From an optimization exercise on the open Yosys and OpenROAD flow, aimed at small area, a short achievable clock period and few clock cycles; shortcuts taken in it are not production practice. RTL that was checked went through simulation tests only; none was proved equivalent to the original. Power figures rest on the tool's default switching activity, not on a simulated workload.

== yarrow ==
==> module iresp_err_tree, before the edit <==
module iresp_err_tree (
    input  logic        valid_i,
    input  logic [3:0]  ftype_i,
    input  logic [15:0] src_i,
    input  logic [15:0] tgt_i,
    input  logic [15:0] info_i,
    input  logic        sel_i,
    input  logic        tmo_sc_i,
    input  logic        tmo_int_i,
    output logic        error_o,
    output logic        err_sc_o,
    output logic        err_int_o
);
    logic [15:0] x;        
    logic [7:0]  p;        
    logic [1:0]  b_src;    
    logic [7:1]  xl;       
    logic        ok0;      
    logic        g_ft, g_hi, g_sc2, g_lo1, g_lo2, g_int2, g_int3, g_int4;
    logic        b_com, b_sc, b_int;
    logic [2:0]  g_all;    
    logic        g_sel, g_sc, g_int;
    logic        tmo_any_n, tmo_sc_n, tmo_int_n;
    for (genvar i = 0; i < 16; i++) begin : g_x
        gate_xor2 u (.a(src_i[i]), .b(tgt_i[i]), .y(x[i]));
    end
    for (genvar j = 1; j < 8; j++) begin : g_xl
        gate_xor2 u (.a(info_i[j]), .b(info_i[0]), .y(xl[j]));
    end
    gate_xor2 u_ok0 (.a(info_i[0]), .b(sel_i), .y(ok0));
    for (genvar k = 0; k < 8; k++) begin : g_p
        gate_nor2 u (.a(x[2*k]), .b(x[2*k+1]), .y(p[k]));
    end
    gate_nor4bb u_ft  (.a(ftype_i[2]), .b(ftype_i[0]), .c_n(ftype_i[3]), .d_n(ftype_i[1]), .y(g_ft));
    gate_nor4   u_hi  (.a(info_i[15]), .b(info_i[14]), .c(info_i[13]), .d(info_i[12]), .y(g_hi));
    gate_nor4b  u_sc2 (.a(info_i[11]), .b(info_i[10]), .c(info_i[9]), .d_n(info_i[8]), .y(g_sc2));
    gate_nor4   u_lo1 (.a(xl[7]), .b(xl[6]), .c(xl[5]), .d(xl[4]), .y(g_lo1));
    gate_nor3   u_lo2 (.a(xl[3]), .b(xl[2]), .c(xl[1]), .y(g_lo2));
    gate_nor4b  u_i2  (.a(info_i[11]), .b(info_i[10]), .c(info_i[8]), .d_n(info_i[9]), .y(g_int2));
    gate_nor4   u_i3  (.a(info_i[7]), .b(info_i[6]), .c(info_i[5]), .d(info_i[4]), .y(g_int3));
    gate_nor3   u_i4  (.a(info_i[3]), .b(info_i[2]), .c(info_i[1]), .y(g_int4));
    gate_nand4 u_bs0  (.a(p[0]), .b(p[1]), .c(p[2]), .d(p[3]), .y(b_src[0]));
    gate_nand4 u_bs1  (.a(p[4]), .b(p[5]), .c(p[6]), .d(p[7]), .y(b_src[1]));
    gate_nand3 u_bcom (.a(g_ft), .b(valid_i), .c(g_hi), .y(b_com));
    gate_nand3 u_bsc  (.a(g_sc2), .b(g_lo1), .c(g_lo2), .y(b_sc));
    gate_nand4 u_bint (.a(g_int2), .b(g_int3), .c(g_int4), .d(ok0), .y(b_int));
    for (genvar n = 0; n < 3; n++) begin : g_a
        gate_nor3 u (.a(b_src[0]), .b(b_src[1]), .c(b_com), .y(g_all[n]));
    end
    gate_a22oi u_gsel (.a1(tmo_sc_i), .a2(b_sc), .b1(tmo_int_i), .b2(b_int), .y(g_sel));
    gate_inv   u_gsc  (.a(b_sc), .y(g_sc));
    gate_inv   u_gint (.a(b_int), .y(g_int));
    gate_nor2  u_tany (.a(tmo_sc_i), .b(tmo_int_i), .y(tmo_any_n));
    gate_inv   u_tsc  (.a(tmo_sc_i), .y(tmo_sc_n));
    gate_inv   u_tint (.a(tmo_int_i), .y(tmo_int_n));
    gate_a21oi u_err  (.a1(g_all[0]), .a2(g_sel), .b1(tmo_any_n), .y(error_o));
    gate_a21oi u_esc  (.a1(g_all[1]), .a2(g_sc), .b1(tmo_sc_n), .y(err_sc_o));
    gate_a21oi u_eint (.a1(g_all[2]), .a2(g_int), .b1(tmo_int_n), .y(err_int_o));
endmodule
==> module gate_nor2, before the edit <==
module gate_nor2   (input logic a, b, output logic y); assign y = !(a || b); endmodule
==> module gate_a21oi, before the edit <==
module gate_a21oi  (input logic a1, a2, b1, output logic y); assign y = !((a1 && a2) || b1); endmodule
==> module gate_a22oi, before the edit <==
module gate_a22oi  (input logic a1, a2, b1, b2, output logic y); assign y = !((a1 && a2) || (b1 && b2)); endmodule
make LEC_CHECK=0 CAP_MARGIN=20 CORE_MARGIN=2 CORE_UTILIZATION=40 CTS_CLUSTER_DIAMETER=100 CTS_CLUSTER_SIZE=24 SETUP_SLACK_MARGIN=2.0 SLEW_MARGIN=20 SYNTH_HIERARCHICAL=1 finish   # period 5.0 ns
run.sh (not shown) runs the stock make flow with config.mk's settings and CLKGATE_MAP_FILE= SYNTH_SCRIPT=/design/flow/synth_recipe.tcl, a recipe that flattens the netlist after the stock synthesis.
Testbench counts of yarrow, summed over its fixed seeds: cycles 25,119.
Relative to yarrow, the following input files were edited for raven:
diff --git a/flow/design.v b/flow/design.v
--- a/flow/design.v
+++ b/flow/design.v
@@ -136,66 +136,54 @@
     output logic        error_o,
     output logic        err_sc_o,
     output logic        err_int_o
 );
     logic [15:0] x;        
-    logic [7:0]  p;        
-    logic [1:0]  b_src;    
     logic [7:1]  xl;       
     logic        ok0;      
+    logic [3:0]  g;
     logic        g_ft, g_hi, g_sc2, g_lo1, g_lo2, g_int2, g_int3, g_int4;
-    logic        b_com, b_sc, b_int;
-    logic [2:0]  g_all;    
-    logic        g_sel, g_sc, g_int;
-    logic        tmo_any_n, tmo_sc_n, tmo_int_n;
+    logic        b_src, b_com, b_sc, b_int;
+    logic        e_sc_n, e_int_n;
     for (genvar i = 0; i < 16; i++) begin : g_x
         gate_xor2 u (.a(src_i[i]), .b(tgt_i[i]), .y(x[i]));
     end
     for (genvar j = 1; j < 8; j++) begin : g_xl
         gate_xor2 u (.a(info_i[j]), .b(info_i[0]), .y(xl[j]));
     end
     gate_xor2 u_ok0 (.a(info_i[0]), .b(sel_i), .y(ok0));
-    for (genvar k = 0; k < 8; k++) begin : g_p
-        gate_nor2 u (.a(x[2*k]), .b(x[2*k+1]), .y(p[k]));
+    for (genvar k = 0; k < 4; k++) begin : g_g
+        gate_nor4 u (.a(x[4*k]), .b(x[4*k+1]), .c(x[4*k+2]), .d(x[4*k+3]), .y(g[k]));
     end
     gate_nor4bb u_ft  (.a(ftype_i[2]), .b(ftype_i[0]), .c_n(ftype_i[3]), .d_n(ftype_i[1]), .y(g_ft));
     gate_nor4   u_hi  (.a(info_i[15]), .b(info_i[14]), .c(info_i[13]), .d(info_i[12]), .y(g_hi));
     gate_nor4b  u_sc2 (.a(info_i[11]), .b(info_i[10]), .c(info_i[9]), .d_n(info_i[8]), .y(g_sc2));
     gate_nor4   u_lo1 (.a(xl[7]), .b(xl[6]), .c(xl[5]), .d(xl[4]), .y(g_lo1));
     gate_nor3   u_lo2 (.a(xl[3]), .b(xl[2]), .c(xl[1]), .y(g_lo2));
     gate_nor4b  u_i2  (.a(info_i[11]), .b(info_i[10]), .c(info_i[8]), .d_n(info_i[9]), .y(g_int2));
     gate_nor4   u_i3  (.a(info_i[7]), .b(info_i[6]), .c(info_i[5]), .d(info_i[4]), .y(g_int3));
     gate_nor3   u_i4  (.a(info_i[3]), .b(info_i[2]), .c(info_i[1]), .y(g_int4));
-    gate_nand4 u_bs0  (.a(p[0]), .b(p[1]), .c(p[2]), .d(p[3]), .y(b_src[0]));
-    gate_nand4 u_bs1  (.a(p[4]), .b(p[5]), .c(p[6]), .d(p[7]), .y(b_src[1]));
+    gate_nand4 u_bsrc (.a(g[0]), .b(g[1]), .c(g[2]), .d(g[3]), .y(b_src));
     gate_nand3 u_bcom (.a(g_ft), .b(valid_i), .c(g_hi), .y(b_com));
     gate_nand3 u_bsc  (.a(g_sc2), .b(g_lo1), .c(g_lo2), .y(b_sc));
     gate_nand4 u_bint (.a(g_int2), .b(g_int3), .c(g_int4), .d(ok0), .y(b_int));
-    for (genvar n = 0; n < 3; n++) begin : g_a
-        gate_nor3 u (.a(b_src[0]), .b(b_src[1]), .c(b_com), .y(g_all[n]));
-    end
-    gate_a22oi u_gsel (.a1(tmo_sc_i), .a2(b_sc), .b1(tmo_int_i), .b2(b_int), .y(g_sel));
-    gate_inv   u_gsc  (.a(b_sc), .y(g_sc));
-    gate_inv   u_gint (.a(b_int), .y(g_int));
-    gate_nor2  u_tany (.a(tmo_sc_i), .b(tmo_int_i), .y(tmo_any_n));
-    gate_inv   u_tsc  (.a(tmo_sc_i), .y(tmo_sc_n));
-    gate_inv   u_tint (.a(tmo_int_i), .y(tmo_int_n));
-    gate_a21oi u_err  (.a1(g_all[0]), .a2(g_sel), .b1(tmo_any_n), .y(error_o));
-    gate_a21oi u_esc  (.a1(g_all[1]), .a2(g_sc), .b1(tmo_sc_n), .y(err_sc_o));
-    gate_a21oi u_eint (.a1(g_all[2]), .a2(g_int), .b1(tmo_int_n), .y(err_int_o));
+    gate_o31ai u_esc  (.a1(b_src), .a2(b_com), .a3(b_sc), .b1(tmo_sc_i), .y(e_sc_n));
+    gate_o31ai u_eint (.a1(b_src), .a2(b_com), .a3(b_int), .b1(tmo_int_i), .y(e_int_n));
+    gate_nand2 u_err  (.a(e_sc_n), .b(e_int_n), .y(error_o));
+    gate_inv   u_tsc  (.a(e_sc_n), .y(err_sc_o));
+    gate_inv   u_tint (.a(e_int_n), .y(err_int_o));
 endmodule
 module gate_inv    (input logic a, output logic y); assign y = !a; endmodule
 module gate_xor2   (input logic a, b, output logic y); assign y = a ^ b; endmodule
-module gate_nor2   (input logic a, b, output logic y); assign y = !(a || b); endmodule
+module gate_nand2  (input logic a, b, output logic y); assign y = !(a && b); endmodule
 module gate_nand3  (input logic a, b, c, output logic y); assign y = !(a && b && c); endmodule
 module gate_nand4  (input logic a, b, c, d, output logic y); assign y = !(a && b && c && d); endmodule
 module gate_nor3   (input logic a, b, c, output logic y); assign y = !(a || b || c); endmodule
 module gate_nor4   (input logic a, b, c, d, output logic y); assign y = !(a || b || c || d); endmodule
 module gate_nor4b  (input logic a, b, c, d_n, output logic y); assign y = !(a || b || c || !d_n); endmodule
 module gate_nor4bb (input logic a, b, c_n, d_n, output logic y); assign y = !(a || b || !c_n || !d_n); endmodule
-module gate_a21oi  (input logic a1, a2, b1, output logic y); assign y = !((a1 && a2) || b1); endmodule
-module gate_a22oi  (input logic a1, a2, b1, b2, output logic y); assign y = !((a1 && a2) || (b1 && b2)); endmodule
+module gate_o31ai  (input logic a1, a2, a3, b1, output logic y); assign y = !((a1 || a2 || a3) && b1); endmodule
 `timescale 1ns/1ps
 module ireq_builder (
     input  logic [72:0] h_i,
     input  logic [2:0]  db_i,
     input  logic        db_sc_i,
[summary]
Worst hold slack ends up higher on raven.
There was hardly any difference in power between raven and yarrow.
[compare] base=yarrow new=raven: mapped cell area saw little to no change; pre-CTS setup slack saw a decrease; cell-internal power saw a decrease.
raven and yarrow ended up with nearly the same die outline area.
The design area of yarrow and that of raven are within noise of each other.
As of raven, half-perimeter wire length after detailed placement had fallen slightly compared to yarrow.
Looking at slack of the critical path across raven and yarrow, the one that comes out lower is raven.
On reg-to-reg setup timing slack, raven does worse than yarrow.
Against yarrow, raven reports a share of the cycle needed by the critical path after routing that is higher.
Against yarrow, raven comes in 30 MHz lower on timing-limited maximum frequency.
raven: number of design-rule violations left by the first detailed-router iteration 1.1% below yarrow
Only the layout flow was run in raven; the RTL was not checked for function there.

-- static timing again, ports no longer ideal --
The results above use ideal ports. As a check the final layouts listed here were re-extracted and re-timed, cells and wires unchanged. Step 1, drivers: a clkbuf_16 drives log_clk and a buf_2 each remaining input, both assumed. Step 2, shift: input delay + t, output delay - t, t = (earliest + latest rising clock arrival at the registers) / 2. This alone moves slack from input paths to output paths. Three values: ideal, step 1, step 2; two values: the first two.
run | shift t [ns] | setup slack, ns | hold slack, ns | pins driven straight from the clock port
yarrow | 0.909 | 1.830 / 1.801 / 1.471 | 0.468 / 0.423 / 0.503 | 1
raven | 0.891 | 1.498 / 1.448 / 1.209 | 0.494 / 0.448 / 0.499 | 1
After both steps setup and hold are still met in every run listed. The setup slack of yarrow, which loses most, moves by -0.029 ns with the drivers and by -0.359 ns with both steps.
